What follows belongs to an exercise in optimizing a design on an open flow for small area and few clock cycles; a production flow would make more cautious choices. The RTL was checked by simulation tests, not by an equivalence proof against the original design. Power and IR drop assume default switching activity.

==> design.v <==
package nonogram_pkg;
    localparam int MAX_DIM    = 8;
    localparam int NUM_LINES  = 2 * MAX_DIM;     
    localparam int LINE_IDX_W = 4;
    localparam int DIM_W      = 4;               
    typedef logic [MAX_DIM-1:0] pattern_t;
    typedef logic [LINE_IDX_W-1:0] line_idx_t;
    typedef logic [MAX_DIM*MAX_DIM-1:0] board_t;
    typedef struct packed {
        pattern_t known;
        pattern_t assigned;
    } line_view_t;
    typedef struct packed {
        line_idx_t line;
        pattern_t  ones;     
        pattern_t  zeros;    
    } line_update_t;
endpackage
module board_state (
    input  logic          clk,
    input  logic          clr,
    input  logic [3:0]    num_rows,
    input  logic [3:0]    num_cols,
    input  logic [3:0]    line,
    input  logic          upd,
    input  logic [7:0]    set1,
    input  logic [7:0]    set0,
    output logic [7:0]    vk,
    output logic [7:0]    va,
    output logic [63:0]   known,
    output logic [63:0]   assigned,
    output logic          complete
);
    logic       is_row;
    logic [3:0] col_idx;
    logic [2:0] pos;
    logic [7:0] row_act;
    logic [7:0] col_act;
    logic [7:0] rsel;        
    logic [7:0] csel;        
    assign is_row  = line < num_rows;
    assign col_idx = line - num_rows;
    assign pos     = is_row ? line[2:0] : col_idx[2:0];
    always_comb begin
        for (int i = 0; i < 8; i++) begin
            row_act[i] = num_rows > i;
            col_act[i] = num_cols > i;
            rsel[i]    = is_row && (pos == i);
            csel[i]    = !is_row && (pos == i);
        end
        for (int i = 0; i < 8; i++) begin
            vk[i] = 1'b0;
            va[i] = 1'b0;
            for (int j = 0; j < 8; j++) begin
                vk[i] = vk[i] | (rsel[j] & known[j*8 + i])    | (csel[j] & known[i*8 + j]);
                va[i] = va[i] | (rsel[j] & assigned[j*8 + i]) | (csel[j] & assigned[i*8 + j]);
            end
        end
    end
    logic [7:0] rs1;     
    logic [7:0] rs0;
    logic [7:0] cs1;     
    logic [7:0] cs0;
    assign rs1 = set1 & col_act;
    assign rs0 = set0 & col_act;
    assign cs1 = set1 & row_act;
    assign cs0 = set0 & row_act;
    always_ff @(posedge clk) begin
        for (int r = 0; r < 8; r++) begin
            for (int c = 0; c < 8; c++) begin
                logic s1;
                logic s0;
                s1 = upd && ((rsel[r] && rs1[c]) || (csel[c] && cs1[r]));
                s0 = upd && ((rsel[r] && rs0[c]) || (csel[c] && cs0[r]));
                if (clr) begin
                    known[r*8 + c]    <= 1'b0;
                    assigned[r*8 + c] <= 1'b0;
                end else begin
                    known[r*8 + c]    <= known[r*8 + c] | s1 | s0;
                    assigned[r*8 + c] <= (assigned[r*8 + c] | s1) & ~s0;
                end
            end
        end
    end
    always_comb begin
        complete = 1'b1;
        for (int r = 0; r < 8; r++) begin
            for (int c = 0; c < 8; c++) begin
                if (row_act[r] && col_act[c] && !known[r*8 + c]) complete = 1'b0;
            end
        end
    end
endmodule
module count_table (
    input  logic          clk,
    input  logic          start,
    input  logic [111:0]  counts,
    input  logic [3:0]    line,
    input  logic          dec,
    output logic [6:0]    count
);
    logic [15:0][6:0] tab;
    logic [6:0]       wd;
    logic [15:0]      en;
    assign count = tab[line];
    assign wd    = count - 1'b1;
    always_comb begin
        for (int i = 0; i < 16; i++) begin
            en[i] = start || (dec && line == i);
        end
    end
    always_ff @(posedge clk) begin
        for (int i = 0; i < 16; i++) begin
            if (en[i]) begin
                tab[i] <= start ? counts[i*7 +: 7] : wd;
            end
        end
    end
endmodule
module nonogram_solver (
    input  logic          clk,
    input  logic          rst,
    input  logic          start,
    input  logic [3:0]    num_rows,
    input  logic [3:0]    num_cols,
    input  logic [111:0]  counts,        
    input  logic [7:0]    in_word,
    input  logic          in_valid,
    output logic          in_ready,
    output logic [7:0]    out_word,
    output logic          out_valid,
    input  logic          out_ready,
    output logic [63:0]   known,
    output logic [63:0]   assigned,
    output logic          solved
);
    logic        run;         
    logic        fresh;       
    logic [6:0]  left;        
    logic [3:0]  cur_line;
    logic [7:0]  ones_acc;
    logic [7:0]  zeros_acc;
    logic [6:0]  ct_rd;
    logic [6:0]  rem;
    logic        is_hdr;
    logic        sgl;
    logic        complete;
    logic        stop;
    logic        in_fire;
    logic        clash;
    logic        fold;
    logic        keep;
    logic        last;
    logic        push;
    logic [7:0]  vk;
    logic [7:0]  va;
    assign rem    = fresh ? ct_rd : left;
    assign is_hdr = (rem == '0);
    assign sgl    = fresh && (ct_rd == 1);
    assign stop     = is_hdr && complete;
    assign solved   = run && stop;
    assign in_ready = run && !start && !stop && (!out_valid || out_ready);
    assign in_fire  = in_valid && in_ready;
    assign clash = |((in_word ^ va) & vk);
    assign fold  = sgl || !clash;
    assign keep  = !sgl && !clash;
    assign last  = in_fire && !is_hdr && (rem == 1);
    assign push  = in_fire && (is_hdr || keep);
    logic [7:0] ones_new;
    logic [7:0] zeros_new;
    logic [7:0] set1;
    logic [7:0] set0;
    assign ones_new  = ones_acc  & (fold ? in_word  : 8'hff);
    assign zeros_new = zeros_acc & (fold ? ~in_word : 8'hff);
    assign set1      = ones_new & ~zeros_new;
    assign set0      = zeros_new & ~ones_new;
    always_ff @(posedge clk) begin
        if (rst) begin
            run       <= 1'b0;
            out_valid <= 1'b0;
        end else begin
            if (start) begin
                run <= 1'b1;
            end
            if (push) begin
                out_valid <= 1'b1;
            end else if (out_ready) begin
                out_valid <= 1'b0;
            end
        end
        if (push) begin
            out_word <= in_word;
        end
        if (start) begin
            fresh <= 1'b0;
            left  <= '0;
        end else if (in_fire) begin
            fresh <= is_hdr;
            if (!is_hdr) begin
                left <= rem - 1'b1;
            end
        end
        if (in_fire) begin
            if (is_hdr) begin
                cur_line  <= in_word[3:0];
                ones_acc  <= '1;
                zeros_acc <= '1;
            end else begin
                ones_acc  <= ones_new;
                zeros_acc <= zeros_new;
            end
        end
    end
    count_table u_counts (
        .clk    (clk),
        .start  (start),
        .counts (counts),
        .line   (cur_line),
        .dec    (in_fire && !is_hdr && !keep),
        .count  (ct_rd)
    );
    board_state u_board (
        .clk      (clk),
        .clr      (rst || start),
        .num_rows (num_rows),
        .num_cols (num_cols),
        .line     (cur_line),
        .upd      (last && !rst),
        .set1     (set1),
        .set0     (set0),
        .vk       (vk),
        .va       (va),
        .known    (known),
        .assigned (assigned),
        .complete (complete)
    );
endmodule
==> run.sh <==
#!/bin/bash
# synth_recipe.tcl (not shown) runs the flow's synth.tcl, then flattens the netlist and writes it again
# the make line also repeats each setting of config.mk as NAME=value (left out here)
make -C /OpenROAD-flow-scripts/flow DESIGN_CONFIG=/design/flow/config.mk WORK_HOME=/design/flow/orfs CLKGATE_MAP_FILE= SYNTH_SCRIPT=/design/flow/synth_recipe.tcl finish
==> config.mk <==
export PLATFORM = sky130hd
export DESIGN_NAME = nonogram_solver
export DESIGN_NICKNAME = nonogram_solver
export VERILOG_FILES = /design/flow/design.v
export SDC_FILE = /design/flow/constraint.sdc
export NUM_CORES = 4
export LEC_CHECK = 0
export CAP_MARGIN = 20
export CORE_MARGIN = 2
export CORE_UTILIZATION = 40
export CTS_BUF_LIST = sky130_fd_sc_hd__clkbuf_4
export SLEW_MARGIN = 20
export SYNTH_HIERARCHICAL = 1
==> constraint.sdc <==
create_clock -name core_clock -period 10.0 [get_ports {clk}]
set_input_delay 2.0000 -clock core_clock [delete_from_list [all_inputs] [get_ports {clk}]]
set_output_delay 2.0000 -clock core_clock [all_outputs]
set_load 0.01 [all_outputs]
==> summary.txt, run 1 <==
- Run status: complete, no violations
- Final HPWL DP: 61800 um
- Hold buffer count at CTS: 0
- Gate Count Post-Synth: 1803
- Top Ports: 272
- RSZ-0062 raised after global routing: no
- Final period util: 83.5%
- Share of layout cells above drive strength 1: 13.1%
- Clock buffer count from CTS: 77
- Min setup slack post-route: 1.65 ns
- Fillers: 3739
- Max Clock Freq: 120 MHz
- Clk_skew: 0.0523 ns
- CP arrival: 6.35 ns
- Chip Width: 206 um
- Crit path cell chain: clkdlybuf4s50_1 -> or2_2 -> nor2_1 -> a21oi_1 -> o31ai_1 -> o21ai_0 -> nor4_1 -> buf_4 -> and3_1 -> clkdlybuf4s50_1
- Switching share of power: 29.8%
- Slew @ Worst Pin: 1.20 ns
- CP Capture Type: primary output
- Max_cap viols: 0
- Simple-Gate Fraction of Synth Area: 18.4%
- Slowest CP cell: clkdlybuf4s50_1
- Seq/Total Area, Yosys: 42.9%
- Fin crit period: 8.35 ns
- Final Setup Violations: 0
- Post-synth EDFFs: 140
- Mux cell area share after synthesis: 8.43%
- P_leak: 7.30 nW
- Via density: 6.50
- Synth Register Bits: 278
- Rel. slew slack: 19.6%
- Syn Nets: 1944
- Distinct cells, synth: 88
- Pwr dens: 139 nW/um^2
- Dominant cell type by area after synthesis: edfxtp_1
- Pint: 0.00201 W
- Post-place setup slack: 1.36 ns
- Final ANT Viol Nets: 0
- GRT met2 Usage: 60.6%
- CTS clk-pin slew, worst paths: 0.06 ns
- WP data required: 8.00 ns
- Final WL: 83600 um
- CP top delay family: simple AND/OR/NAND/NOR gates
- Primary FF master, synth: edfxtp_1
- Switch Pwr: 0.000852 W
- Fin area: 20500 sq um
- Initial drt markers: 2226
- Area Overhead vs Synth: 26.5%
- Gpl congestion: 1.05
- Drc violations: 0
- Async set-reset flop share out of synthesis: 0%
- Cell Area, Synth: 16200 sq um
- Via count: 17363
- TritonRoute pass-1 iters: 6
- Synth area leaders: edfxtp_1 26%, dfxtp_1 17%, o22ai_1 5.0%
- Number of warnings issued by yosys: 9
- Chip height: 206 um
- Port Buffers: 271
- CP Class: in2out
- Placed cell area: 19500 sq um
- CP max FO: 15
- Clock Power Share: 37.5%
- GRT met1 Usage: 48.3%
- Total negative slack: 0 ns
- Total congestion overflow: 0
- GRT Max-Usage Layer: met2
- Post-CTS Setup Inserts: 0
- GR Util met3: 9.84%
- VDD IR max: 92.4 uV
- Hold crit path type: reg2reg
- Post-synthesis compound-gate area fraction: 23.0%
- Aggregate global-route resource usage: 39.4%
- Initial antenna violation count: 3
- CTS root buf: clkbuf_4
- Row count: 73
- Post-synthesis adder-cell area fraction: 0.724%
- Largest net degree at the start of global routing: 83
- First-pass GRT wire length: 118000 um
- Post-layout util: 51.5%
- Largest family of logic cells by synthesized area: compound AO/OA/AOI/OAI gates
- Xor/xnor share of the synthesized area: 0.763%
- CTS resizes: 0
- Worst-skew pair later-pin latency: 0.82 ns
- Final #Nets: 2226
- Number of global-route vias before repair: 16589
- Initial Util: 40.7%
- CP startpoint kind: input port
- Area of the multi-input gates: 8400 sq um
- Sink Count: 278
- Comb pwr share: 17.5%
- Clock Path Buffers: 3
- Critical path buffer and inverter count: 3
- Post-Syn Area per Cell: 9.01 sq um
- Max Slew Vio Count: 0
- Die ar.: 42200 sq um
- Crit-path most repeated cell: clkdlybuf4s50_1
- CTS H-tree depth: 3
- Core area: 39900 sq um
- Reg area: 6970 sq um
- Critical path's largest stage delay: 0.81 ns
- Register share of total power: 44.9%
- CTS tree: done
- Share of the synthesized area in the top cell type: 25.9%
- Routed wire per std cell: 31.3 um
- Final Hold Fails: 0
## state kept, by name, indices dropped and copies added, names as in the netlist
signal            count
left                  7
ones_acc              8
fresh                 1
zeros_acc             8
u_board.assigned     64
run                   1
out_valid             1
cur_line              4
u_board.known        64
u_counts.tab        112
out_word              8
## cells in the final DEF, fill, tap and decap left out, types with 25 or more instances in the layout
| master | Yosys | final |
|---|---|---|
| clkdlybuf4s50_1 | 0 | 270 |
| nor2_1 | 192 | 190 |
| nand2_1 | 142 | 142 |
| edfxtp_1 | 140 | 140 |
| dfxtp_1 | 138 | 138 |
| o22ai_1 | 130 | 130 |
| a21oi_1 | 117 | 116 |
| nor3_1 | 116 | 116 |
| clkbuf_4 | 0 | 102 |
| inv_1 | 82 | 82 |
| nand3_1 | 82 | 82 |
| buf_4 | 9 | 62 |
| o21ai_0 | 62 | 56 |
| mux2i_1 | 55 | 55 |
| a21o_1 | 38 | 38 |
| mux4_2 | 29 | 29 |
| a22oi_1 | 25 | 25 |
## worst register-to-register path, delay by kind of cell, from the launching register on
family / cells / cell delay [ns]
buf+inv: 4 / 1.24
mux: 1 / 0.24
simple gates: 8 / 2.52
fa+ha+maj: 2 / 0.99
compound gates: 4 / 1.82
flops: 1 / 0.32
xor+xnor: 1 / 0.27
## metal layers
metal	share of wire (%)	wire [um]	up-vias
met4	8.1	6770	0
li1	-	-	7448
met2	44	37000	1250
met5	0	0	-
met3	9.9	8300	298
met1	38	31500	8367
## per-stage QoR
stage,hold slack [ns],cells,total power (W)
6_report,0.466,2671,0.00286
4_1_cts,0.471,2664,0.00286
3_5_place_dp,0.462,2530,0.00179
3_3_place_gp,0.447,2529,0.00179
2_1_floorplan,0.436,1803,0.00159
5_1_grt,0.499,2669,0.00296
## power groups by stage
stage	Combinational [W]	Clock, W	Sequential (W)
3_3_place_gp	0.000482	0	0.00131
5_1_grt	0.000526	0.00115	0.00129
4_1_cts	0.000487	0.00109	0.00128
6_report	0.000500	0.00107	0.00128
3_5_place_dp	0.000485	0	0.00131
2_1_floorplan	0.000288	0	0.00130
## Yosys stat by module (local to each module, per instance)
module	flops+latches	area (sq um)
board_state	128	8300
count_table	112	5740
nonogram_solver	38	2200
## final timing paths
| path | slack [ns] | from | to | depth (start not counted) |
|---|---|---|---|---|
| setup reg to reg | 2.54 | cur_line[0] | u_board.known[33] | 20 |
| setup / recovery | 1.65 | num_cols[3] | solved | 10 |
| hold / removal | 0.47 | left[6] | left[6] | 2 |
| hold reg to reg | 0.47 | left[6] | left[6] | 2 |
## cell usage after synthesis, types with 10 or more instances
cell / n
nand3b_1: 10
clkbuf_1: 77
dfxtp_1: 138
nor2b_1: 11
nand3_1: 82
a21oi_2: 22
buf_2: 32
o21ai_0: 62
a21oi_1: 117
nand2_1: 142
o221ai_1: 11
mux2i_1: 55
mux4_2: 29
nand2b_1: 12
edfxtp_1: 140
nor3_1: 116
a211oi_1: 21
a221oi_1: 17
and3_1: 17
a31oi_1: 24
a21o_1: 38
inv_1: 82
a311oi_1: 13
nor2_1: 192
a22oi_1: 25
o22ai_1: 130
## cells by family after synthesis
family | Yosys count
simple gates | 636
xor+xnor | 12
flops | 278
fa+ha+maj | 9
buf+inv | 216
compound gates | 555
mux | 97
## final cells by class
cell class | instances | area share (%)
Multi-Input combinational cell | 1309 | 40.9
Clock inverter | 32 | 1.08
Inverter | 86 | 1.57
Sequential cell | 278 | 33.9
Clock buffer | 102 | 3.73
Timing Repair Buffer | 333 | 15.6
Tap cell | 525 | 3.20
Antenna cell | 6 | 0.0731
Testbench counts, summed over its fixed seeds: cycles 95,857.
==> run 2: changes to the inputs <==
--- a/config.mk
+++ b/config.mk
@@ -9,5 +9,4 @@
 export CORE_MARGIN = 2
 export CORE_UTILIZATION = 40
-export CTS_BUF_LIST = sky130_fd_sc_hd__clkbuf_4
 export SLEW_MARGIN = 20
 export SYNTH_HIERARCHICAL = 1
==> run 2 against run 1 <==
Clock skew down 0.027 ns. Total power rose by 3.6%. Register-to-register slack got worse by 0.08 ns. Clock power rose by about 10%. Setup slack worse by 0.12 ns. Global-route usage down 0.58 points. Clock-buffer cell count decreased by 58. Combinational power barely moved.
==> summary.txt, run 2 <==
- Run status: complete, no violations
- Total negative slack: 0 ns
- Sink Count: 278
- Routed wire per std cell: 32.1 um
- Antenna cells: 0
- Hold path start: left[6]
- Top Ports: 272
- Via density: 6.53
- CP top delay family: simple AND/OR/NAND/NOR gates
- Max reg flops: 112
- Final #Nets: 2179
- TritonRoute pass-1 iters: 6
- Final period util: 84.7%
- Number of global-route vias before repair: 16159
- Crit-path most repeated cell: clkdlybuf4s50_1
- Rel. slew slack: 22.2%
- Post-layout util: 51.5%
- Max Slew Vio Count: 0
- Async set-reset flop share out of synthesis: 0%
- Gpl congestion: 1.05
- Initial Util: 40.7%
- VDD IR max: 127 uV
- First-pass GRT wire length: 117000 um
- Initial drt markers: 2406
- CTS resizes: 0
- Commonest non-fill, non-tap cell in the layout: clkdlybuf4s50_1
- Final ANT Viol Nets: 0
- Worst-skew pair later-pin latency: 0.60 ns
- Primary FF master, synth: edfxtp_1
- Clk_skew: 0.0255 ns
- RSZ-0062 raised after global routing: no
- CP Capture Type: primary output
- Die ar.: 42200 sq um
- Synth Register Bits: 278
- CP Class: in2out
- Seq/Total Area, Yosys: 42.9%
- Final Setup Violations: 0
- Clock Path Buffers: 3
- Synth area leaders: edfxtp_1 26%, dfxtp_1 17%, o22ai_1 5.0%
- Top flop regs: u_counts.tab x112, u_board.assigned x64, u_board.known x64
- CTS root buf: clkbuf_16
- Reg2reg start: cur_line[0]
- Most frequent cells in the layout: 270 x clkdlybuf4s50_1, 190 x nor2_1, 142 x nand2_1
- Reg2reg setup slack: 2.46 ns
- Hold EP: left[6]
- CP arrival: 6.47 ns
- CTS clk-pin slew, worst paths: 0.06 ns
- Hold crit path type: reg2reg
- CTS H-tree depth: 1
- Initial antenna violation count: 0
- FF-to-FF End: u_board.known[33]
- Distinct cells, synth: 88
- Max Clock Freq: 118 MHz
- Port Buffers: 271
- Aggregate global-route resource usage: 38.8%
- Chip Width: 206 um
- Worst Reg-to-Reg Cells: 20
- Share of the synthesized area in the top cell type: 25.9%
- Total congestion overflow: 0
- CTS tree: done
- Gate Count Post-Synth: 1803
- Area Overhead vs Synth: 26.6%
- Drc violations: 0
- Final WL: 83000 um
- Post-Syn Area per Cell: 9.01 sq um
- Share of layout cells above drive strength 1: 10.7%
- WP data required: 8.00 ns
- CP startpoint kind: input port
- Synth top cells by count: 192 x nor2_1, 142 x nand2_1, 140 x edfxtp_1
- Most frequent cell after synthesis: nor2_1
- Crit path cell chain: clkdlybuf4s50_1 -> or2_2 -> nor2_1 -> a21oi_1 -> o31ai_1 -> o21ai_0 -> nor4_1 -> buf_4 -> and3_1 -> clkdlybuf4s50_1
- Syn Nets: 1944
- Core area: 39900 sq um
- Hold Crit Depth: 2
- Post-CTS Setup Inserts: 0
- Via count: 16909
- Chip height: 206 um
- Critical path buffer and inverter count: 3
- Placed cell area: 19500 sq um
- Slowest CP cell: clkdlybuf4s50_1
- Final Hold Fails: 0
- Pwr dens: 144 nW/um^2
- Cell Area, Synth: 16200 sq um
- Fin crit period: 8.47 ns
- CP max FO: 15
- P_leak: 7.24 nW
- Dominant cell type by area after synthesis: edfxtp_1
- Final HPWL DP: 61800 um
- Largest net degree at the start of global routing: 83
- Most flop-heavy register: u_counts.tab
- Post-synth EDFFs: 140
- Fin area: 20600 sq um
- Critical path's largest stage delay: 0.82 ns
- Hold buffer count at CTS: 0
- Clock buffer count from CTS: 31
- Number of warnings issued by yosys: 9
- Slew @ Worst Pin: 1.16 ns
- Row count: 73
- Max_cap viols: 0
## run 2: cell count changes in the layout (fill, tap and decap cells not counted), sizes merged
cell,before,now
buf,63,62
bufinv,3,1
clkbuf,102,44
clkinv,29,10
diode,6,0
inv,84,87
## run 2: layout make-up
class | instances | area [sq um]
fill | 3680 | 19300
multi-input combinational | 1309 | 8400
sequential | 278 | 6970
timing repair buffer | 332 | 3170
clock buffer | 44 | 933
tap | 525 | 657
inverter | 86 | 323
clock inverter | 14 | 121
## run 2: kinds of logic (layout without fill, tap and decap cells)
group / count (synthesis) / in the layout / share of synthesized area, %
compound gates: 555 / 555 / 23.0
fa+ha+maj: 9 / 9 / 0.724
buf+inv: 216 / 476 / 5.72
flops: 278 / 278 / 42.9
mux: 97 / 97 / 8.43
xor+xnor: 12 / 12 / 0.763
simple gates: 636 / 636 / 18.4
## run 2: tightest hold or removal path: stages, from the launching register on
cell and delay, ns:
dfxtp_1 0.31, nand2_1 0.05, a21oi_1 0.06
## run 2: power by group
group | total [W] | internal (W) | switching (W)
clock network | 0.00118 | 0.000680 | 0.000497
logic | 0.000499 | 0.000181 | 0.000317
registers | 0.00128 | 0.00127 | 0.0000169
## run 2: layer usage
layer	vias up	part of all wire (%)	global-route usage [%]
li1	7297	-	-
met1	8165	38	48.5
met2	1167	44	60.8
met4	0	7.9	26.2
met3	280	10	7.74
met5	-	0	0
## run 2: modules after synthesis (local to each module, per instance)
| module | cell area [sq um] | flip-flops and latches | cells | times used |
|---|---|---|---|---|
| board_state | 8300 | 128 | 1135 | 1 |
| count_table | 5740 | 112 | 445 | 1 |
| nonogram_solver | 2200 | 38 | 223 | 1 |
## run 2: how the worst max path moves through the flow
stage,from,cells past startpoint,endpoint
finish,num_cols[3],10,solved
global route,num_rows[0],20,u_board.known[9]
CTS,num_cols[3],10,solved
detailed placement,num_rows[0],20,u_board.known[9]
global placement,num_rows[0],19,u_board.known[25]
floorplan,num_rows[0],19,u_board.assigned[29]
## run 2: per-stage QoR
stage          power [W]  hold WS, ns  std cells  setup slack (ns)
2_1_floorplan    0.00159        0.436       1803              3.76
3_3_place_gp     0.00179        0.447       2529              1.45
3_5_place_dp     0.00179        0.462       2530              1.36
4_1_cts          0.00295        0.470       2588              1.84
5_1_grt          0.00304        0.498       2588              1.45
6_report         0.00296        0.466       2588              1.53
==> run 3: changes to the inputs <==
==> flow/run.sh (new file) <==
#!/bin/bash
# The standard layout, with the smallest buffer on every input and output port
# in place of the default port buffer.
set -euo pipefail
export BUFFER_PORTS_ARGS="-buffer_cell sky130_fd_sc_hd__buf_1"
bash standard.sh > standard.log 2>&1
==> standard.sh (new file) <==
#!/bin/bash
# synth_recipe.tcl (not shown) runs the flow's synth.tcl, then flattens the netlist and writes it again
# the make line also repeats each setting of config.mk as NAME=value (left out here)
make -C /OpenROAD-flow-scripts/flow DESIGN_CONFIG=/design/flow/config.mk WORK_HOME=/design/flow/orfs CLKGATE_MAP_FILE= SYNTH_SCRIPT=/design/flow/synth_recipe.tcl "${@:-finish}"
--- a/config.mk
+++ b/config.mk
@@ -9,4 +9,5 @@
 export CORE_MARGIN = 2
 export CORE_UTILIZATION = 40
+export CTS_BUF_LIST = sky130_fd_sc_hd__clkbuf_4
 export SLEW_MARGIN = 20
 export SYNTH_HIERARCHICAL = 1
removed: run.sh
==> run 3 against run 2 <==
Die area is the same. Core utilization shrank 4.4 points. Fmax grew 6.9%. Synthesized cell count is the same. Clock-buffer cell count grew 76. Worst hold slack gained 0.0041 ns. Largest cell class unchanged. Combinational power shrank 8.4%. Highest routed layer unchanged. Clock skew grew 0.037 ns. Sequential power is essentially flat. Sequential share of layout area grew 3.2 points. Critical path depth grew 8. Sequential cell count is the same.
==> summary.txt, run 3 <==
- Hold crit path type: reg2reg
- Post-place setup slack: 1.64 ns
- CTS clk-pin slew, worst paths: 0.06 ns
- Number of warnings issued by yosys: 9
- Chip Width: 206 um
- Switching share of power: 29.9%
- Final Hold Fails: 0
- Clock Path Buffers: 3
- Max Slew Vio Count: 0
- CP arrival: 8.66 ns
- CTS tree: done
- Gate Count Post-Synth: 1803
- Area Overhead vs Synth: 15.9%
- Final Setup Violations: 0
- Most frequent cell after synthesis: nor2_1
- Sink Count: 278
- TritonRoute pass-1 iters: 6
- WP data required: 10.74 ns
- Synth Register Bits: 278
- Run status: complete, no violations
- CP startpoint kind: input port
- CTS root buf: clkbuf_4
- Max reg flops: 112
- Clk_skew: 0.0628 ns
- Drc violations: 0
- Critical path buffer and inverter count: 2
- Initial antenna violation count: 3
- Async set-reset flop share out of synthesis: 0%
- Port Buffers: 271
- Largest net degree at the start of global routing: 85
- Fin crit period: 7.92 ns
- Row count: 73
- Min setup slack post-route: 2.08 ns
- Slowest CP cell: a311oi_1
- Slew @ Worst Pin: 1.08 ns
- Pwr dens: 150 nW/um^2
- Dominant cell type by area after synthesis: edfxtp_1
- Routed wire per std cell: 29.9 um
- Total congestion overflow: 0
- Gpl congestion: 1.06
- Number of global-route vias before repair: 16179
- CP max FO: 31
- Register share of total power: 45.4%
- Pint: 0.00198 W
- Primary FF master, synth: edfxtp_1
- Chip height: 206 um
- Distinct cells, synth: 88
- First-pass GRT wire length: 112000 um
- Clock Power Share: 38.4%
- Post-synth EDFFs: 140
- VDD IR max: 95.0 uV
- CTS H-tree depth: 3
- Via density: 6.38
- RSZ-0062 raised after global routing: no
- Cell Area, Synth: 16200 sq um
- Top Ports: 272
- Crit path cell chain: buf_1 -> ha_1 -> inv_1 -> fa_2 -> and2_0 -> a222oi_1 -> o22ai_1 -> a221oi_1 -> nand3_1 -> xor2_1 -> a22o_1 -> a221oi_2 -> nand3_2 -> a311oi_1 -> nand3_1 -> o22ai_1 -> nor2_1 -> nor3_1
- CTS resizes: 0
- Most frequent cells in the layout: 270 x buf_1, 190 x nor2_1, 142 x nand2_1
- Final #Nets: 2225
- Die ar.: 42200 sq um
- Initial Util: 40.7%
- Critical path's largest stage delay: 0.95 ns
- Synth top cells by count: 192 x nor2_1, 142 x nand2_1, 140 x edfxtp_1
- Initial drt markers: 2172
- CP Class: in2reg
- Rel. slew slack: 27.1%
- Seq/Total Area, Yosys: 42.9%
- Final WL: 80000 um
- CP Capture Type: flop
- CP top delay family: compound AO/OA/AOI/OAI gates
- Share of the synthesized area in the top cell type: 25.9%
- Hold buffer count at CTS: 0
- Share of layout cells above drive strength 1: 13.5%
- Aggregate global-route resource usage: 37.4%
- Final ANT Viol Nets: 0
- Post-Syn Area per Cell: 9.01 sq um
- Switch Pwr: 0.000845 W
- Final HPWL DP: 58000 um
- Top flop regs: u_counts.tab x112, u_board.assigned x64, u_board.known x64
- Comb pwr share: 16.2%
- Max_cap viols: 0
- Most flop-heavy register: u_counts.tab
- Post-CTS Setup Inserts: 0
- P_leak: 6.63 nW
- Worst-skew pair later-pin latency: 0.84 ns
- Final period util: 79.2%
- Commonest non-fill, non-tap cell in the layout: buf_1
- Core area: 39900 sq um
- Total negative slack: 0 ns
- Clock buffer count from CTS: 78
- Via count: 17051
- Synth area leaders: edfxtp_1 26%, dfxtp_1 17%, o22ai_1 5.0%
- Syn Nets: 1944
- Max Clock Freq: 126 MHz
run 3: cell counts after synthesis:
No cell type changed its count.
run 3: final cells by class:
class                           instances  area (sq um)
Clock buffer                          120           901
Fill cell                            3989         21100
Tap cell                              525           657
Clock inverter                         17           105
Antenna cell                            7          17.5
Timing Repair Buffer                  331          1470
Inverter                               86           323
Sequential cell                       278          6970
Multi-Input combinational cell       1309          8380
run 3: path summary, 6_finish.rpt:
kind	cells past startpoint	slack, ns	start	end
worst min-delay path	2	0.47	left[6]	left[6]
worst min register to register	2	0.47	left[6]	left[6]
worst max-delay path	18	2.08	num_rows[0]	u_board.assigned[33]
worst max register to register	19	2.31	cur_line[0]	u_board.assigned[33]
run 3: per-module statistics from Yosys (local to each module, per instance):
| module | cells | flip-flops and latches | times used | cell area, sq um |
|---|---|---|---|---|
| count_table | 445 | 112 | 1 | 5740 |
| nonogram_solver | 223 | 38 | 1 | 2200 |
| board_state | 1135 | 128 | 1 | 8300 |
run 3: stage by stage:
| stage | total power (W) | utilization (%) | hold WS [ns] | cells | cell area [sq um] |
|---|---|---|---|---|---|
| floorplan | 0.00159 | - | 0.436 | 1803 | 16200 |
| global placement | 0.00175 | 44.5 | 0.448 | 2528 | 17800 |
| detailed placement | 0.00175 | 44.5 | 0.455 | 2528 | 17800 |
| CTS | 0.00283 | 47.1 | 0.464 | 2665 | 18800 |
| global route | 0.00294 | 47.1 | 0.483 | 2673 | 18800 |
| finish | 0.00283 | 47.1 | 0.470 | 2673 | 18800 |
run 3: logic make-up after synthesis:
logic type | Yosys count | synth area share, %
AND/OR/NAND/NOR | 636 | 18.4
AO/OA/AOI/OAI | 555 | 23.0
flip-flops | 278 | 42.9
buffers and inverters | 216 | 5.72
multiplexers | 97 | 8.43
XOR/XNOR | 12 | 0.763
adder cells (fa/ha/maj) | 9 | 0.724
run 3: layer usage:
metal | wire [um] | track usage (%) | up-vias
met5 | 0 | 0 | -
met4 | 5580 | 23.9 | 0
met3 | 8090 | 9.14 | 268
met2 | 35200 | 57.0 | 1133
met1 | 31100 | 47.4 | 8219
li1 | - | - | 7431
run 3: power groups by stage:
stage	Combinational, W	Clock [W]	Sequential [W]
floorplan	0.000288	0	0.00130
global placement	0.000443	0	0.00131
detailed placement	0.000445	0	0.00131
CTS	0.000447	0.00110	0.00128
global route	0.000486	0.00116	0.00129
finish	0.000457	0.00109	0.00128
run 3: tightest hold or removal path, stage by stage, from the launching register on:
cell	delay [ns]
dfxtp_1	0.31
nand2_1	0.05
a21oi_1	0.06
==> run 4: changes to the inputs <==
==> flow/run.sh (replaced) <==
#!/bin/bash
# The standard layout with three changes: the smallest buffer on every input
# and output port, a clock tree of small buffers in clusters without dummy
# loads, and downsizing of gates off the critical paths after global routing.
set -euo pipefail
export BUFFER_PORTS_ARGS="-buffer_cell sky130_fd_sc_hd__buf_1"
export CTS_ARGS="-sink_clustering_enable -repair_clock_nets -dont_use_dummy_load -buf_list sky130_fd_sc_hd__clkbuf_4 -sink_clustering_size 12 -sink_clustering_max_diameter 40"
export RECOVER_POWER=100
bash standard.sh > standard.log 2>&1
==> run 4 against run 3 <==
Core utilization decreased by 2.1 points. Total power down 18%. Clock skew rose by 0.021 ns. Via count decreased by 1.9%. Sequential cell count unchanged. Critical endpoint is now u_board.assigned[9]. The layout now fails its checks (max-capacitance violations, max-slew violations). Non-clock buffer count down 1. Highest routed layer is now met5. Largest cell class unchanged.
==> summary.txt, run 4 <==
- Run status: failed layout checks
- Violated checks: max-capacitance violations, max-slew violations
- Via count: 16722
- CTS H-tree depth: 2
- Top flop regs: u_counts.tab x112, u_board.assigned x64, u_board.known x64
- Final #Nets: 2190
- Final WL: 78800 um
- Hold path start: left[6]
- Row count: 73
- Final period util: 87.8%
- RSZ-0062 raised after global routing: no
- CTS root buf: clkbuf_4
- CP startpoint kind: input port
- Clk_skew: 0.0843 ns
- Share of the synthesized area in the top cell type: 25.9%
- Number of global-route vias before repair: 15840
- Share of layout cells above drive strength 1: 8.26%
- Final hold slack: 0.473 ns
- Synth Register Bits: 278
- Synth top cells by count: 192 x nor2_1, 142 x nand2_1, 140 x edfxtp_1
- VDD IR max: 83.8 uV
- Aggregate global-route resource usage: 36.9%
- Gate Count Post-Synth: 1803
- Initial drt markers: 2218
- Most frequent cell after synthesis: nor2_1
- Seq/Total Area, Yosys: 42.9%
- Final HPWL DP: 58000 um
- Pwr dens: 129 nW/um^2
- P_leak: 6.14 nW
- Chip height: 206 um
- Worst-skew pair later-pin latency: 0.82 ns
- Clock buffer count from CTS: 44
- Total negative slack: 0 ns
- Rel. slew slack: -118%
- Cell Area, Synth: 16200 sq um
- Most flop-heavy register: u_counts.tab
- CP Class: in2reg
- TritonRoute pass-1 iters: 6
- Hold Crit Depth: 2
- Post-synth EDFFs: 140
- Max Slew Vio Count: 202
- Most frequent cells in the layout: 261 x buf_1, 191 x nor2_1, 142 x nand2_1
- Commonest non-fill, non-tap cell in the layout: buf_1
- Drc violations: 0
- Placed cell area: 17800 sq um
- Post-Syn Area per Cell: 9.01 sq um
- Async set-reset flop share out of synthesis: 0%
- Max_cap viols: 6
- Final ANT Viol Nets: 0
- CTS clk-pin slew, worst paths: 0.10 ns
- Hold EP: left[6]
- Port Buffers: 271
- Core area: 39900 sq um
- Area Overhead vs Synth: 10.7%
- Synth area leaders: edfxtp_1 26%, dfxtp_1 17%, o22ai_1 5.0%
- CP max FO: 31
- WP data required: 10.60 ns
- CTS tree: done
- Post-layout util: 45.1%
- Hold crit path type: reg2reg
- Clock Path Buffers: 3
- Via density: 6.49
- Reg2reg setup slack: 1.77 ns
- Gpl congestion: 1.06
- Fin area: 18000 sq um
- Post-CTS Setup Inserts: 0
- Max reg flops: 112
- Fin crit period: 8.78 ns
- Max Clock Freq: 114 MHz
- Chip Width: 206 um
- Dominant cell type by area after synthesis: edfxtp_1
- CP Capture Type: flop
- First-pass GRT wire length: 111000 um
- Syn Nets: 1944
- Slew @ Worst Pin: 3.27 ns
- Distinct cells, synth: 88
- CTS resizes: 0
- Hold buffer count at CTS: 0
- Primary FF master, synth: edfxtp_1
- Reg2reg start: cur_line[0]
- CP arrival: 9.39 ns
- FF-to-FF End: u_board.assigned[9]
- Total congestion overflow: 0
- Sink Count: 278
- Final Hold Fails: 0
- Die ar.: 42200 sq um
- Routed wire per std cell: 30.6 um
- Top Ports: 272
- Final Setup Violations: 0
- Largest net degree at the start of global routing: 85
- Worst Reg-to-Reg Cells: 20
- Number of warnings issued by yosys: 9
- Tot Pwr: 0.00233 W
- Initial Util: 40.7%
- Initial antenna violation count: 4
-- run 4: cell counts after synthesis --
No cell type changed its count.
-- run 4: how the worst max path moves through the flow --
stage               depth (start not counted)                   end   startpoint  slack (ns)
detailed placement                         18   u_board.assigned[9]  num_rows[0]        1.64
CTS                                        18   u_board.assigned[9]  num_rows[0]        2.40
floorplan                                  19  u_board.assigned[29]  num_rows[0]        3.76
global route                               20     u_board.known[29]  num_rows[0]        0.96
global placement                           18  u_board.assigned[17]  num_rows[0]        1.63
finish                                     18   u_board.assigned[9]  num_rows[1]        1.22
-- run 4: cell families after synthesis --
| group | after synthesis | synth area share [%] |
|---|---|---|
| AO/OA/AOI/OAI | 555 | 23.0 |
| flip-flops | 278 | 42.9 |
| AND/OR/NAND/NOR | 636 | 18.4 |
| buffers and inverters | 216 | 5.72 |
| XOR/XNOR | 12 | 0.763 |
| adder cells (fa/ha/maj) | 9 | 0.724 |
| multiplexers | 97 | 8.43 |
-- run 4: area by class of cell --
class,instances,area [sq um]
Antenna cell,6,15.0
Clock buffer,44,330
Fill cell,4057,21900
Inverter,86,323
Multi-Input combinational cell,1309,8310
Sequential cell,278,6970
Tap cell,525,657
Timing Repair Buffer,330,1380
-- run 4: per-module statistics from Yosys (local to each module, per instance) --
module / cells inside / flops+latches
board_state: 1135 / 128
count_table: 445 / 112
nonogram_solver: 223 / 38
-- run 4: layer usage --
metal,vias to the layer above,GRT usage (%),routed length (um)
li1,7297,-,-
met3,255,8.30,7910
met1,8083,47.3,30900
met5,-,0,13
met2,1085,56.1,34400
met4,2,23.6,5600
-- run 4: worst max-delay path: stages --
cell,delay [ns]
buf_1,0.31
inv_1,0.23
fa_1,1.68
nor2_1,0.57
a222oi_1,0.44
o22ai_1,0.13
a221oi_1,0.44
nand3_1,0.24
xor2_1,0.23
a22o_1,0.16
a221oi_2,0.04
nand3_1,0.26
nand2_1,0.29
clkbuf_1,0.33
a211oi_1,0.82
nand3_1,0.68
o22ai_1,0.43
nor3_1,0.08
-- run 4: per-stage QoR --
stage | std cells | setup WS [ns]
after floorplan | 1803 | 3.76
after global placement | 2528 | 1.63
after detailed placement | 2528 | 1.64
after CTS | 2572 | 2.40
after global routing | 2575 | 0.958
final | 2578 | 1.22
-- run 4: where the power goes --
| group | internal (W) | total [W] | switching (W) |
|---|---|---|---|
| logic | 0.000141 | 0.000448 | 0.000307 |
| clock network | 0.000201 | 0.000595 | 0.000394 |
| registers | 0.00127 | 0.00128 | 0.0000168 |
==> run 5: changes to the inputs <==
==> flow/run.sh (replaced) <==
#!/bin/bash
# The standard layout with three changes: the smallest buffer on every input
# and output port, and a clock tree of small buffers in clusters without dummy
# loads.
set -euo pipefail
export BUFFER_PORTS_ARGS="-buffer_cell sky130_fd_sc_hd__buf_1"
export CTS_ARGS="-sink_clustering_enable -repair_clock_nets -dont_use_dummy_load -buf_list sky130_fd_sc_hd__clkbuf_4 -sink_clustering_size 12 -sink_clustering_max_diameter 40"
bash standard.sh > standard.log 2>&1
==> run 5 against run 4 <==
Clock-buffer cell count unchanged. Non-clock buffer count stayed put. Register-to-register slack better by 0.62 ns. Largest cell class unchanged. Worst hold slack gained 0.0034 ns. Clock power barely moved. The run now finishes clean.
==> summary.txt, run 5 <==
- Max Clock Freq: 126 MHz
- Post-place setup slack: 1.64 ns
- CP top delay family: simple AND/OR/NAND/NOR gates
- Most frequent cell after synthesis: nor2_1
- Die ar.: 42200 sq um
- Seq/Total Area, Yosys: 42.9%
- Port Buffers: 271
- Post-CTS Setup Inserts: 0
- Cell Area, Synth: 16200 sq um
- Initial drt markers: 2126
- Async set-reset flop share out of synthesis: 0%
- First-pass GRT wire length: 111000 um
- Crit path cell chain: buf_1 -> ha_1 -> inv_1 -> fa_2 -> and2_0 -> mux2i_1 -> nor2_1 -> a221oi_1 -> nand3_1 -> xor2_1 -> a221oi_2 -> nand3_2 -> nand2_1 -> buf_4 -> a211oi_1 -> nand3_1 -> o22ai_1 -> nor3_1
- Drc violations: 0
- Synth Register Bits: 278
- Reg area: 6970 sq um
- CTS resizes: 0
- Number of warnings issued by yosys: 9
- Worst-skew pair later-pin latency: 0.80 ns
- Max reg flops: 112
- CTS H-tree depth: 2
- FF-to-FF End: u_board.assigned[9]
- Via density: 6.47
- CP Class: in2reg
- Run status: complete, no violations
- Dominant cell type by area after synthesis: edfxtp_1
- Clk_skew: 0.0764 ns
- Gate Count Post-Synth: 1803
- Post-Syn Area per Cell: 9.01 sq um
- CP max FO: 31
- Hold path start: left[5]
- Hold EP: left[5]
- Hold buffer count at CTS: 0
- Hold crit path type: reg2reg
- Final ANT Viol Nets: 0
- Crit-path most repeated cell: nand3_1
- Gpl congestion: 1.06
- Min setup slack post-route: 2.05 ns
- Share of layout cells above drive strength 1: 9.97%
- Pwr dens: 129 nW/um^2
- Reg2reg start: cur_line[0]
- Largest net degree at the start of global routing: 85
- Area of the multi-input gates: 8390 sq um
- Top flop regs: u_counts.tab x112, u_board.assigned x64, u_board.known x64
- Most frequent cells in the layout: 270 x buf_1, 190 x nor2_1, 142 x nand2_1
- Rel. slew slack: 30.1%
- Max_cap viols: 0
- Routed wire per std cell: 30.6 um
- WL met1: 30600 um
- Share of the synthesized area in the top cell type: 25.9%
- Final HPWL DP: 58000 um
- Final Setup Violations: 0
- Slowest CP cell: fa_2
- P_leak: 6.23 nW
- Top routing layer in use: met5
- Critical path buffer and inverter count: 3
- Critical path's largest stage delay: 1.13 ns
- Chip Width: 206 um
- Final period util: 79.5%
- Area Overhead vs Synth: 11.7%
- Distinct cells, synth: 88
- CTS tree: done
- CTS clk-pin slew, worst paths: 0.06 ns
- Via count: 16684
- Syn Nets: 1944
- Post-synth EDFFs: 140
- Slew @ Worst Pin: 1.03 ns
- Met3 routed WL: 8210 um
- Total negative slack: 0 ns
- Initial Util: 40.7%
- Final Hold Fails: 0
- CTS root buf: clkbuf_4
- Row count: 73
- VDD IR max: 82.9 uV
- Worst setup startpoint: num_rows[0]
- Worst Reg-to-Reg Cells: 20
- Synth top cells by count: 192 x nor2_1, 142 x nand2_1, 140 x edfxtp_1
- Fillers: 4020
- Core area: 39900 sq um
- Total congestion overflow: 0
- Top Ports: 272
- Clock Path Buffers: 3
- Synth area leaders: edfxtp_1 26%, dfxtp_1 17%, o22ai_1 5.0%
- Final WL: 78900 um
- Most flop-heavy register: u_counts.tab
- Reg2reg setup slack: 2.39 ns
- Non-Filler Instances: 2579
- Dpl cells: 2528
- Final #Nets: 2190
- Aggregate global-route resource usage: 36.9%
- Primary FF master, synth: edfxtp_1
- Chip height: 206 um
- Number of global-route vias before repair: 15840
- Fin crit period: 7.95 ns
- Initial antenna violation count: 4
- Sink Count: 278
- TritonRoute pass-1 iters: 6
- CP arrival: 8.54 ns
- CP Capture Type: flop
- WP data required: 10.59 ns
- CP startpoint kind: input port
- RSZ-0062 raised after global routing: no
- Max Slew Vio Count: 0
- Met2 wire length: 34400 um
- Hold Crit Depth: 2
- Clock buffer count from CTS: 44
- Commonest non-fill, non-tap cell in the layout: buf_1
## run 5: cell counts after synthesis
Identical to the previous run, type by type.
## run 5: worst reg2reg max path, delay by kind of cell (launching register included)
family                   cells  cell delay (ns)
flip-flops                   1             0.34
AO/OA/AOI/OAI                7             2.41
adder cells (fa/ha/maj)      2             1.13
AND/OR/NAND/NOR              6             2.11
buffers and inverters        4             1.23
XOR/XNOR                     1             0.22
## run 5: cell families after synthesis
kind of cell | share of synthesized area (%)
DFF | 42.9
xor gates and xnor gates | 0.763
and+or+nand+nor | 18.4
adders and majority gates | 0.724
muxes | 8.43
buffers and inverters | 5.72
AOI/OAI and AO/OA | 23.0
## run 5: metrics by stage
stage	util [%]	hold WS [ns]	power, W	instance area [sq um]
CTS	45.4	0.472	0.00234	18100
global placement	44.5	0.448	0.00175	17800
detailed placement	44.5	0.455	0.00175	17800
global route	45.4	0.487	0.00242	18100
floorplan	-	0.436	0.00159	16200
finish	45.5	0.476	0.00234	18100
## run 5: per-layer routing
metal / vias to the layer above / track usage (%)
li1: 7298 / -
met4: 2 / 23.6
met1: 8013 / 47.3
met3: 263 / 8.30
met5: - / 0
met2: 1108 / 56.1
## run 5: per-module statistics from Yosys, one instance, submodules excluded
module	copies in the design	cells	cell area, sq um	flip-flops and latches
board_state	1	1135	8300	128
count_table	1	445	5740	112
nonogram_solver	1	223	2200	38
## run 5: worst max-delay path by stage
| stage | endpoint | slack (ns) | depth (start not counted) |
|---|---|---|---|
| finish | u_board.assigned[9] | 2.05 | 18 |
| global route | u_board.assigned[9] | 1.91 | 18 |
| CTS | u_board.assigned[9] | 2.40 | 18 |
| detailed placement | u_board.assigned[9] | 1.64 | 18 |
| global placement | u_board.assigned[17] | 1.63 | 18 |
| floorplan | u_board.assigned[29] | 3.76 | 19 |
## run 5: cell type report
cell class,instances,area share [%]
Sequential cell,278,38.4
Multi-Input combinational cell,1309,46.2
Timing Repair Buffer,330,8.07
Antenna cell,7,0.0965
Tap cell,525,3.62
Clock buffer,44,1.82
Inverter,86,1.78
## run 5: where the power goes
part | internal, W | leakage [nW] | switching, W | total, W
registers | 0.00127 | 2.46 | 0.0000168 | 0.00128
clock network | 0.000201 | 0.202 | 0.000394 | 0.000595
logic | 0.000145 | 3.57 | 0.000311 | 0.000457
total | 0.00161 | 6.23 | 0.000722 | 0.00234
==> run 6: changes to the inputs <==
--- a/design.v
+++ b/design.v
@@ -17,4 +17,109 @@
     } line_update_t;
 endpackage
+module line_decode (
+    input  logic [3:0] num_rows,
+    input  logic [3:0] num_cols,
+    input  logic [3:0] line,
+    output logic [7:0] rsel,       
+    output logic [7:0] csel,       
+    output logic [7:0] row_act,
+    output logic [7:0] col_act
+);
+    logic       is_row;
+    logic [3:0] col_idx;
+    assign is_row  = line < num_rows;
+    assign col_idx = line - num_rows;
+    always_comb begin
+        for (int i = 0; i < 8; i++) begin
+            row_act[i] = num_rows > i;
+            col_act[i] = num_cols > i;
+            rsel[i]    = is_row && line[2:0] == i;
+            csel[i]    = !is_row && col_idx[2:0] == i;
+        end
+    end
+endmodule
+module board_view (
+    input  logic [7:0]  rsel,
+    input  logic [7:0]  csel,
+    input  logic [63:0] known,
+    input  logic [63:0] assigned,
+    output logic [7:0]  vk,
+    output logic [7:0]  va
+);
+    always_comb begin
+        for (int i = 0; i < 8; i++) begin
+            vk[i] = 1'b0;
+            va[i] = 1'b0;
+            for (int j = 0; j < 8; j++) begin
+                vk[i] = vk[i] | (rsel[j] & known[j*8 + i])    | (csel[j] & known[i*8 + j]);
+                va[i] = va[i] | (rsel[j] & assigned[j*8 + i]) | (csel[j] & assigned[i*8 + j]);
+            end
+        end
+    end
+endmodule
+module board_spread (
+    input  logic       upd,
+    input  logic [7:0] rsel,
+    input  logic [7:0] csel,
+    input  logic [7:0] row_act,
+    input  logic [7:0] col_act,
+    input  logic [7:0] set1,
+    input  logic [7:0] set0,
+    output logic [7:0] ru,
+    output logic [7:0] cu,
+    output logic [7:0] r1,
+    output logic [7:0] r0,
+    output logic [7:0] c1,
+    output logic [7:0] c0
+);
+    assign ru = {8{upd}} & rsel;
+    assign cu = {8{upd}} & csel;
+    assign r1 = set1 & col_act;
+    assign r0 = set0 & col_act;
+    assign c1 = set1 & row_act;
+    assign c0 = set0 & row_act;
+endmodule
+module board_cells (
+    input  logic        clk,
+    input  logic        clr,
+    input  logic [7:0]  ru,
+    input  logic [7:0]  cu,
+    input  logic [7:0]  r1,
+    input  logic [7:0]  r0,
+    input  logic [7:0]  c1,
+    input  logic [7:0]  c0,
+    output logic [63:0] known,
+    output logic [63:0] assigned
+);
+    always_ff @(posedge clk) begin
+        for (int r = 0; r < 8; r++) begin
+            for (int c = 0; c < 8; c++) begin
+                logic s1;
+                logic s0;
+                s1 = (ru[r] & r1[c]) | (cu[c] & c1[r]);
+                s0 = (ru[r] & r0[c]) | (cu[c] & c0[r]);
+                known[r*8 + c]    <= (known[r*8 + c] & !clr) | s1 | s0;
+                assigned[r*8 + c] <= s1 | (assigned[r*8 + c] & !(s0 | clr));
+            end
+        end
+    end
+endmodule
+module board_complete (
+    input  logic [7:0]  row_act,
+    input  logic [7:0]  col_act,
+    input  logic [63:0] known,
+    output logic        complete
+);
+    logic [7:0] row_done;
+    always_comb begin
+        for (int r = 0; r < 8; r++) begin
+            row_done[r] = 1'b1;
+            for (int c = 0; c < 8; c++) begin
+                row_done[r] = row_done[r] & (known[r*8 + c] | !col_act[c]);
+            end
+        end
+    end
+    assign complete = &(row_done | ~row_act);
+endmodule
 module board_state (
     input  logic          clk,
@@ -32,63 +137,64 @@
     output logic          complete
 );
-    logic       is_row;
-    logic [3:0] col_idx;
-    logic [2:0] pos;
+    logic [7:0] rsel;
+    logic [7:0] csel;
     logic [7:0] row_act;
     logic [7:0] col_act;
-    logic [7:0] rsel;        
-    logic [7:0] csel;        
-    assign is_row  = line < num_rows;
-    assign col_idx = line - num_rows;
-    assign pos     = is_row ? line[2:0] : col_idx[2:0];
-    always_comb begin
-        for (int i = 0; i < 8; i++) begin
-            row_act[i] = num_rows > i;
-            col_act[i] = num_cols > i;
-            rsel[i]    = is_row && (pos == i);
-            csel[i]    = !is_row && (pos == i);
-        end
-        for (int i = 0; i < 8; i++) begin
-            vk[i] = 1'b0;
-            va[i] = 1'b0;
-            for (int j = 0; j < 8; j++) begin
-                vk[i] = vk[i] | (rsel[j] & known[j*8 + i])    | (csel[j] & known[i*8 + j]);
-                va[i] = va[i] | (rsel[j] & assigned[j*8 + i]) | (csel[j] & assigned[i*8 + j]);
-            end
-        end
-    end
-    logic [7:0] rs1;     
-    logic [7:0] rs0;
-    logic [7:0] cs1;     
-    logic [7:0] cs0;
-    assign rs1 = set1 & col_act;
-    assign rs0 = set0 & col_act;
-    assign cs1 = set1 & row_act;
-    assign cs0 = set0 & row_act;
-    always_ff @(posedge clk) begin
-        for (int r = 0; r < 8; r++) begin
-            for (int c = 0; c < 8; c++) begin
-                logic s1;
-                logic s0;
-                s1 = upd && ((rsel[r] && rs1[c]) || (csel[c] && cs1[r]));
-                s0 = upd && ((rsel[r] && rs0[c]) || (csel[c] && cs0[r]));
-                if (clr) begin
-                    known[r*8 + c]    <= 1'b0;
-                    assigned[r*8 + c] <= 1'b0;
-                end else begin
-                    known[r*8 + c]    <= known[r*8 + c] | s1 | s0;
-                    assigned[r*8 + c] <= (assigned[r*8 + c] | s1) & ~s0;
-                end
-            end
-        end
-    end
-    always_comb begin
-        complete = 1'b1;
-        for (int r = 0; r < 8; r++) begin
-            for (int c = 0; c < 8; c++) begin
-                if (row_act[r] && col_act[c] && !known[r*8 + c]) complete = 1'b0;
-            end
-        end
-    end
+    logic [7:0] ru;
+    logic [7:0] cu;
+    logic [7:0] r1;
+    logic [7:0] r0;
+    logic [7:0] c1;
+    logic [7:0] c0;
+    line_decode u_decode (
+        .num_rows (num_rows),
+        .num_cols (num_cols),
+        .line     (line),
+        .rsel     (rsel),
+        .csel     (csel),
+        .row_act  (row_act),
+        .col_act  (col_act)
+    );
+    board_view u_view (
+        .rsel     (rsel),
+        .csel     (csel),
+        .known    (known),
+        .assigned (assigned),
+        .vk       (vk),
+        .va       (va)
+    );
+    board_spread u_spread (
+        .upd     (upd),
+        .rsel    (rsel),
+        .csel    (csel),
+        .row_act (row_act),
+        .col_act (col_act),
+        .set1    (set1),
+        .set0    (set0),
+        .ru      (ru),
+        .cu      (cu),
+        .r1      (r1),
+        .r0      (r0),
+        .c1      (c1),
+        .c0      (c0)
+    );
+    board_cells u_cells (
+        .clk      (clk),
+        .clr      (clr),
+        .ru       (ru),
+        .cu       (cu),
+        .r1       (r1),
+        .r0       (r0),
+        .c1       (c1),
+        .c0       (c0),
+        .known    (known),
+        .assigned (assigned)
+    );
+    board_complete u_complete (
+        .row_act  (row_act),
+        .col_act  (col_act),
+        .known    (known),
+        .complete (complete)
+    );
 endmodule
 module count_table (
==> flow/run.sh (replaced) <==
#!/bin/bash
# The standard layout with three changes: the smallest buffer on every input
# and output port, a clock tree of small buffers in clusters without dummy
# loads, and downsizing of gates off the critical paths after global routing.
set -euo pipefail
export BUFFER_PORTS_ARGS="-buffer_cell sky130_fd_sc_hd__buf_1"
export CTS_ARGS="-sink_clustering_enable -repair_clock_nets -dont_use_dummy_load -buf_list sky130_fd_sc_hd__clkbuf_4 -sink_clustering_size 12 -sink_clustering_max_diameter 40"
export RECOVER_POWER=100
bash standard.sh > standard.log 2>&1
==> run 6 against run 5 <==
Global-route usage is 4.3 points lower. The layout now fails its checks (max-capacitance violations, max-slew violations). Fmax is 2.8% lower. Cell count is 10% lower. Non-clock buffer count is 29 lower. Cell area is 3.3% lower. Via count is 9.3% lower. Highest routed layer unchanged. First-iteration DRC count is 4.7% higher. Setup slack worse by 0.23 ns. Clock skew is 0.089 ns higher. Routed wire length is 10% lower. Total power is 3.8% lower.
==> summary.txt, run 6 <==
- Run status: failed layout checks
- Violated checks: max-capacitance violations, max-slew violations
- Clock buffer count from CTS: 44
- Die ar.: 42500 sq um
- Core area: 40600 sq um
- Cell Area, Synth: 16400 sq um
- Final ANT Viol Nets: 0
- Most frequent cells in the layout: 260 x buf_1, 198 x a22oi_1, 140 x edfxtp_1
- Crit path cell chain: clkbuf_1 -> ha_1 -> fa_1 -> nand2b_1 -> a21oi_1 -> nor4_2 -> buf_4 -> a22o_1 -> a221oi_1 -> nand4_1 -> xor2_1 -> a221oi_1 -> nand3_1 -> nand2_1 -> a211oi_1 -> and2_0 -> a22oi_1 -> a21bo_2
- Initial Util: 40.3%
- Via density: 6.52
- Async set-reset flop share out of synthesis: 0%
- Max Clock Freq: 122 MHz
- Sink Count: 278
- Initial drt markers: 2226
- Crit-path most repeated cell: a221oi_1
- TritonRoute pass-1 iters: 6
- Hold buffer count at CTS: 0
- Final WL: 70700 um
- Synth top cells by count: 198 x a22oi_1, 140 x edfxtp_1, 138 x dfxtp_1
- Final Hold Fails: 0
- Top Ports: 272
- Number of warnings issued by yosys: 12
- Worst-skew pair later-pin latency: 0.82 ns
- Number of global-route vias before repair: 14229
- Synth Register Bits: 278
- Area of the multi-input gates: 8100 sq um
- P_leak: 6.60 nW
- Primary FF master, synth: edfxtp_1
- Share of layout cells above drive strength 1: 10.3%
- RSZ-0062 raised after global routing: no
- Final HPWL DP: 50900 um
- Most flop-heavy register: u_counts.tab
- Total congestion overflow: 0
- Worst Reg-to-Reg Cells: 18
- Synth area leaders: edfxtp_1 26%, dfxtp_1 17%, a22oi_1 9.1%
- Most frequent cell after synthesis: a22oi_1
- Fillers: 4009
- Gate Count Post-Synth: 1608
- Chip height: 206 um
- Post-synth EDFFs: 140
- Via count: 15134
- Hold crit path type: reg2reg
- Largest net degree at the start of global routing: 129
- CP Capture Type: flop
- Chip Width: 206 um
- CP arrival: 8.85 ns
- CP startpoint kind: input port
- Top flop regs: u_counts.tab x112, u_board.u_cells.assigned x64, u_board.u_cells.known x64
- Reg area: 6970 sq um
- Clock Path Buffers: 3
- VDD IR max: 68.1 uV
- Syn Nets: 1749
- CTS tree: done
- WP data required: 10.67 ns
- Max reg flops: 112
- Rel. slew slack: -130%
- Non-Filler Instances: 2322
- Drc violations: 0
- Aggregate global-route resource usage: 32.5%
- Post-CTS Setup Inserts: 0
- Commonest non-fill, non-tap cell in the layout: buf_1
- Tot Pwr: 0.00225 W
- Dominant cell type by area after synthesis: edfxtp_1
- CP Class: in2reg
- Distinct cells, synth: 79
- Total negative slack: 0 ns
- Final #Nets: 1931
- Post-Syn Area per Cell: 10.2 sq um
- Critical path's largest stage delay: 0.97 ns
- CTS root buf: clkbuf_4
- Pwr dens: 128 nW/um^2
- Seq/Total Area, Yosys: 42.6%
- CP max FO: 27
- Clk_skew: 0.165 ns
- Final Setup Violations: 0
- Final period util: 81.8%
- Slowest CP cell: and2_0
- Dpl cells: 2276
- Routed wire per std cell: 30.4 um
- First-pass GRT wire length: 98900 um
- Max_cap viols: 4
- Slew @ Worst Pin: 3.45 ns
- CTS resizes: 0
- Port Buffers: 271
- Max Slew Vio Count: 149
- Hold Crit Depth: 2
- Area Overhead vs Synth: 7.28%
- CTS H-tree depth: 2
- Gpl congestion: 0.993
- CTS clk-pin slew, worst paths: 0.12 ns
- Initial antenna violation count: 3
- Fin crit period: 8.18 ns
- Share of the synthesized area in the top cell type: 25.7%
- Post-layout util: 43.3%
- Row count: 74
==> run 6: cell count changes in the layout (fill, tap and decap cells not counted), sizes merged, moves of 17 or more <==
cell,before,now
a22oi,25,214
nor2,193,56
nor3,117,8
a21oi,139,35
o22ai,131,33
nand2,142,56
a21bo,0,64
nand2b,12,71
nor2b,11,66
mux2i,59,8
buf,329,283
and2,8,51
o21ai,64,39
clkbuf,45,62
==> run 6: per-layer routing <==
layer  wire length (um)  global-route usage, %  up-vias
met2              31000                   49.9     1068
met5                 29                  0.476        -
met1              27300                   42.0     7375
li1                   -                      -     6479
met3               8390                   8.59      208
met4               3960                   17.2        4
==> run 6: stage by stage <==
stage / hold slack (ns) / setup slack [ns] / cell area, sq um
finish: 0.476 / 1.82 / 17500
global route: 0.490 / 1.56 / 17500
CTS: 0.475 / 2.68 / 17700
detailed placement: 0.453 / 2.26 / 17300
global placement: 0.442 / 2.33 / 17300
floorplan: 0.436 / 4.09 / 16400
==> run 6: area by class of cell <==
type | count | area share (%)
Tap cell | 532 | 3.79
Inverter | 69 | 1.48
Timing Repair Buffer | 301 | 6.95
Sequential cell | 278 | 39.7
Multi-Input combinational cell | 1096 | 46.2
Clock buffer | 44 | 1.88
Antenna cell | 2 | 0.0285
==> run 6: critical path, delay by kind of cell <==
family	cells	cell delay [ns]
xor gates and xnor gates	1	0.21
adders and majority gates	2	0.68
buffers and inverters	2	0.45
and+or+nand+nor	6	2.69
AOI/OAI and AO/OA	7	2.78
==> run 6: cells by family after synthesis <==
logic type      Yosys count  share of synthesized area [%]
xor+xnor                 12                          0.643
mux                      39                           4.76
compound gates          562                           26.9
simple gates            475                           16.7
fa+ha+maj                 8                          0.658
flops                   278                           42.6
buf+inv                 234                           7.68
==> run 6: final timing paths <==
path | from | end | slack, ns
worst max-delay path | num_rows[0] | u_board.u_cells.assigned[20] | 1.82
worst min-delay path | left[6] | left[6] | 0.48
worst max register to register | cur_line[1] | u_board.u_cells.assigned[20] | 2.34
worst min register to register | left[6] | left[6] | 0.48
==> run 6: report_power, final <==
group          switching (W)  internal, W
Clock               0.000392     0.000201
Combinational       0.000247     0.000119
Sequential         0.0000189      0.00127
==> run 6: per-module statistics from Yosys, one instance, submodules excluded, a selection <==
module           times used  area [sq um]  cells  flops+latches
board_cells               1          5900    590            128
count_table               1          5850    451            112
nonogram_solver           1          2200    223             38
board_view                1          1390    188              0
line_decode               1           370     56              0
board_spread              1           327     49              0
board_complete            1           317     51              0
Testbench counts of run 6, summed over its fixed seeds: cycles 95,857.
==> run 7: changes to the inputs <==
==> flow/run.sh (replaced) <==
#!/bin/bash
# The standard layout with three changes: the smallest buffer on every input
# and output port, and a clock tree of small buffers in clusters without dummy
# loads.
set -euo pipefail
export BUFFER_PORTS_ARGS="-buffer_cell sky130_fd_sc_hd__buf_1"
export CTS_ARGS="-sink_clustering_enable -repair_clock_nets -dont_use_dummy_load -buf_list sky130_fd_sc_hd__clkbuf_4 -sink_clustering_size 12 -sink_clustering_max_diameter 40"
bash standard.sh > standard.log 2>&1
==> run 7 against run 6 <==
Now clean on timing, DRC and antenna. Critical path depth is 8 lower. Register-to-register slack better by 1.1 ns. First-iteration DRC count fell by 3.7%. Critical path type is now in2out. Critical endpoint is now solved. Largest power group unchanged. Highest routed layer unchanged.
==> summary.txt, run 7 <==
- Run status: complete, no violations
- Most frequent cell after synthesis: a22oi_1
- CP startpoint kind: input port
- Fin crit period: 7.44 ns
- Primary FF master, synth: edfxtp_1
- Share of layout cells above drive strength 1: 12.0%
- Non-Filler Instances: 2321
- Reg2reg start: cur_line[1]
- Hold Crit Depth: 2
- CP arrival: 5.44 ns
- Final Setup Violations: 0
- WP data required: 8.00 ns
- Number of warnings issued by yosys: 12
- Reg area: 6970 sq um
- Aggregate global-route resource usage: 32.5%
- Area Overhead vs Synth: 8.18%
- CP max FO: 8
- Most frequent cells in the layout: 270 x buf_1, 198 x a22oi_1, 140 x edfxtp_1
- Area of the multi-input gates: 8220 sq um
- Clock buffer count from CTS: 44
- Pwr dens: 127 nW/um^2
- Commonest non-fill, non-tap cell in the layout: buf_1
- CP Class: in2out
- Hold path start: left[5]
- Synth top cells by count: 198 x a22oi_1, 140 x edfxtp_1, 138 x dfxtp_1
- Final period util: 74.4%
- Switching share of power: 29.4%
- Slew @ Worst Pin: 1.14 ns
- Chip height: 206 um
- Post-synth EDFFs: 140
- Slowest CP cell: o41ai_1
- Seq/Total Area, Yosys: 42.6%
- Initial drt markers: 2144
- Synth Register Bits: 278
- Comb pwr share: 16.6%
- VDD IR max: 68.0 uV
- Critical path's largest stage delay: 0.99 ns
- CTS tree: done
- Port Buffers: 271
- Row count: 74
- Final #Nets: 1931
- Gpl congestion: 0.993
- TritonRoute pass-1 iters: 8
- Reg2reg setup slack: 3.40 ns
- Post-Syn Area per Cell: 10.2 sq um
- Clock Power Share: 26.3%
- CTS resizes: 0
- Top Ports: 272
- Total negative slack: 0 ns
- Max_cap viols: 0
- Synth area leaders: edfxtp_1 26%, dfxtp_1 17%, a22oi_1 9.1%
- Final Hold Fails: 0
- Sink Count: 278
- Register share of total power: 57.1%
- Cell Area, Synth: 16400 sq um
- Crit-path most repeated cell: buf_1
- Switch Pwr: 0.000662 W
- Worst-skew pair later-pin latency: 0.82 ns
- Final ANT Viol Nets: 0
- Hold EP: left[5]
- Max reg flops: 112
- Chip Width: 206 um
- Largest net degree at the start of global routing: 129
- FF-to-FF End: u_board.u_cells.assigned[17]
- CTS clk-pin slew, worst paths: 0.07 ns
- Number of global-route vias before repair: 14229
- Final WL: 70600 um
- RSZ-0062 raised after global routing: no
- Routed wire per std cell: 30.4 um
- Hold crit path type: reg2reg
- Via density: 6.55
- Total congestion overflow: 0
- Core area: 40600 sq um
- Clk_skew: 0.167 ns
- CTS root buf: clkbuf_4
- Pint: 0.00159 W
- Max Clock Freq: 134 MHz
- Gate Count Post-Synth: 1608
- Dominant cell type by area after synthesis: edfxtp_1
- Dpl cells: 2276
- Initial antenna violation count: 3
- First-pass GRT wire length: 98900 um
- Final HPWL DP: 50900 um
- CTS H-tree depth: 2
- Rel. slew slack: 23.6%
- Fillers: 3985
- Top flop regs: u_counts.tab x112, u_board.u_cells.assigned x64, u_board.u_cells.known x64
- Drc violations: 0
- Hold buffer count at CTS: 0
- Post-CTS Setup Inserts: 0
- Most flop-heavy register: u_counts.tab
- Via count: 15209
- Share of the synthesized area in the top cell type: 25.7%
- P_leak: 6.66 nW
- Initial Util: 40.3%
- Clock Path Buffers: 3
- Worst Reg-to-Reg Cells: 19
- Async set-reset flop share out of synthesis: 0%
- Max Slew Vio Count: 0
- Crit path cell chain: buf_1 -> or3_4 -> or2_1 -> inv_2 -> o22ai_1 -> o41ai_1 -> nand4_1 -> nor2_1 -> and3_1 -> buf_1
- Syn Nets: 1749
- Distinct cells, synth: 79
- CP Capture Type: primary output
- Die ar.: 42500 sq um
==> run 7: cell families after synthesis <==
kind of cell,Yosys count,share of synthesized area (%)
muxes,39,4.76
and+or+nand+nor,475,16.7
DFF,278,42.6
xor gates and xnor gates,12,0.643
buffers and inverters,234,7.68
AOI/OAI and AO/OA,562,26.9
adders and majority gates,8,0.658
==> run 7: metal layers <==
metal	GRT usage [%]	wire length, um	share of wire, %
met1	42.0	27200	38
met2	49.9	31100	44
met3	8.59	8470	12
met4	17.2	3890	5.5
met5	0.476	29	0.041
==> run 7: worst max-delay path, delay by kind of cell <==
family	cells	cell delay [ns]
buffers and inverters	3	0.54
AND/OR/NAND/NOR	5	1.78
AO/OA/AOI/OAI	2	1.12
==> run 7: area by class of cell <==
cell class / instances / area share (%)
Antenna cell: 1 / 0.0141
Clock buffer: 44 / 1.87
Inverter: 69 / 1.46
Multi-Input combinational cell: 1096 / 46.4
Sequential cell: 278 / 39.4
Tap cell: 532 / 3.76
Timing Repair Buffer: 301 / 7.07
==> run 7: power groups by stage <==
| stage | combinational, W | clock (W) | sequential (W) |
|---|---|---|---|
| final | 0.000373 | 0.000592 | 0.00129 |
| after global routing | 0.000394 | 0.000647 | 0.00129 |
| after CTS | 0.000364 | 0.000601 | 0.00129 |
| after detailed placement | 0.000362 | 0 | 0.00131 |
| after global placement | 0.000359 | 0 | 0.00131 |
| after floorplan | 0.000233 | 0 | 0.00130 |
==> run 7: worst max-delay path by stage <==
stage | start | end | slack (ns) | cells after the start
global placement | num_rows[0] | u_counts.tab[91] | 2.33 | 18
finish | num_cols[3] | solved | 2.56 | 10
detailed placement | num_rows[0] | u_board.u_cells.assigned[20] | 2.26 | 19
global route | num_cols[3] | solved | 2.46 | 10
floorplan | num_rows[0] | u_counts.tab[56] | 4.09 | 18
CTS | num_cols[3] | solved | 2.68 | 10
==> run 7: per-module statistics from Yosys (local to each module, per instance), a selection <==
| module | copies in the design | flops+latches | cells | cell area (sq um) |
|---|---|---|---|---|
| count_table | 1 | 112 | 451 | 5850 |
| line_decode | 1 | 0 | 56 | 370 |
| nonogram_solver | 1 | 38 | 223 | 2200 |
| board_view | 1 | 0 | 188 | 1390 |
| board_complete | 1 | 0 | 51 | 317 |
| board_cells | 1 | 128 | 590 | 5900 |
| board_spread | 1 | 0 | 49 | 327 |
==> run 7: metrics by stage <==
stage | util, % | worst slack, ns | total power, W | cell area, sq um | hold WS, ns
final | 43.6 | 2.56 | 0.00225 | 17700 | 0.473
after floorplan | - | 4.09 | 0.00154 | 16400 | 0.436
after global routing | 43.6 | 2.46 | 0.00233 | 17700 | 0.490
after detailed placement | 42.8 | 2.26 | 0.00167 | 17300 | 0.453
after CTS | 43.6 | 2.68 | 0.00225 | 17700 | 0.475
after global placement | 42.7 | 2.33 | 0.00167 | 17300 | 0.442

what the ideal ports hide:
How much do the figures lean on ideal ports? The routed layouts below were timed once more, with nothing changed but the port constraints. Step 1, drivers: a clkbuf_16 drives clk and a buf_2 each remaining input, both assumed. Step 2 times the ports against the registers' clock, not the clock port: input delays grow and output delays shrink by t, the midpoint of the rising clock arrivals with the driver on. a / b / c = ideal ports / drivers / drivers and shift; a / b = the first two.
| run | shift t [ns] | setup slack, ns |
|---|---|---|
| run 1 | 0.850 | 1.650 / 1.626 / 1.079 |
| run 2 | 0.641 | 1.530 / 1.506 / 1.084 |
| run 3 | 0.865 | 2.076 / 2.100 / 1.234 |
| run 4 | 0.830 | 1.219 / 1.247 / 0.417 |
| run 5 | 0.817 | 2.049 / 2.073 / 1.256 |
| run 6 | 0.790 | 1.822 / 1.847 / 1.057 |
| run 7 | 0.788 | 2.556 / 2.520 / 2.116 |
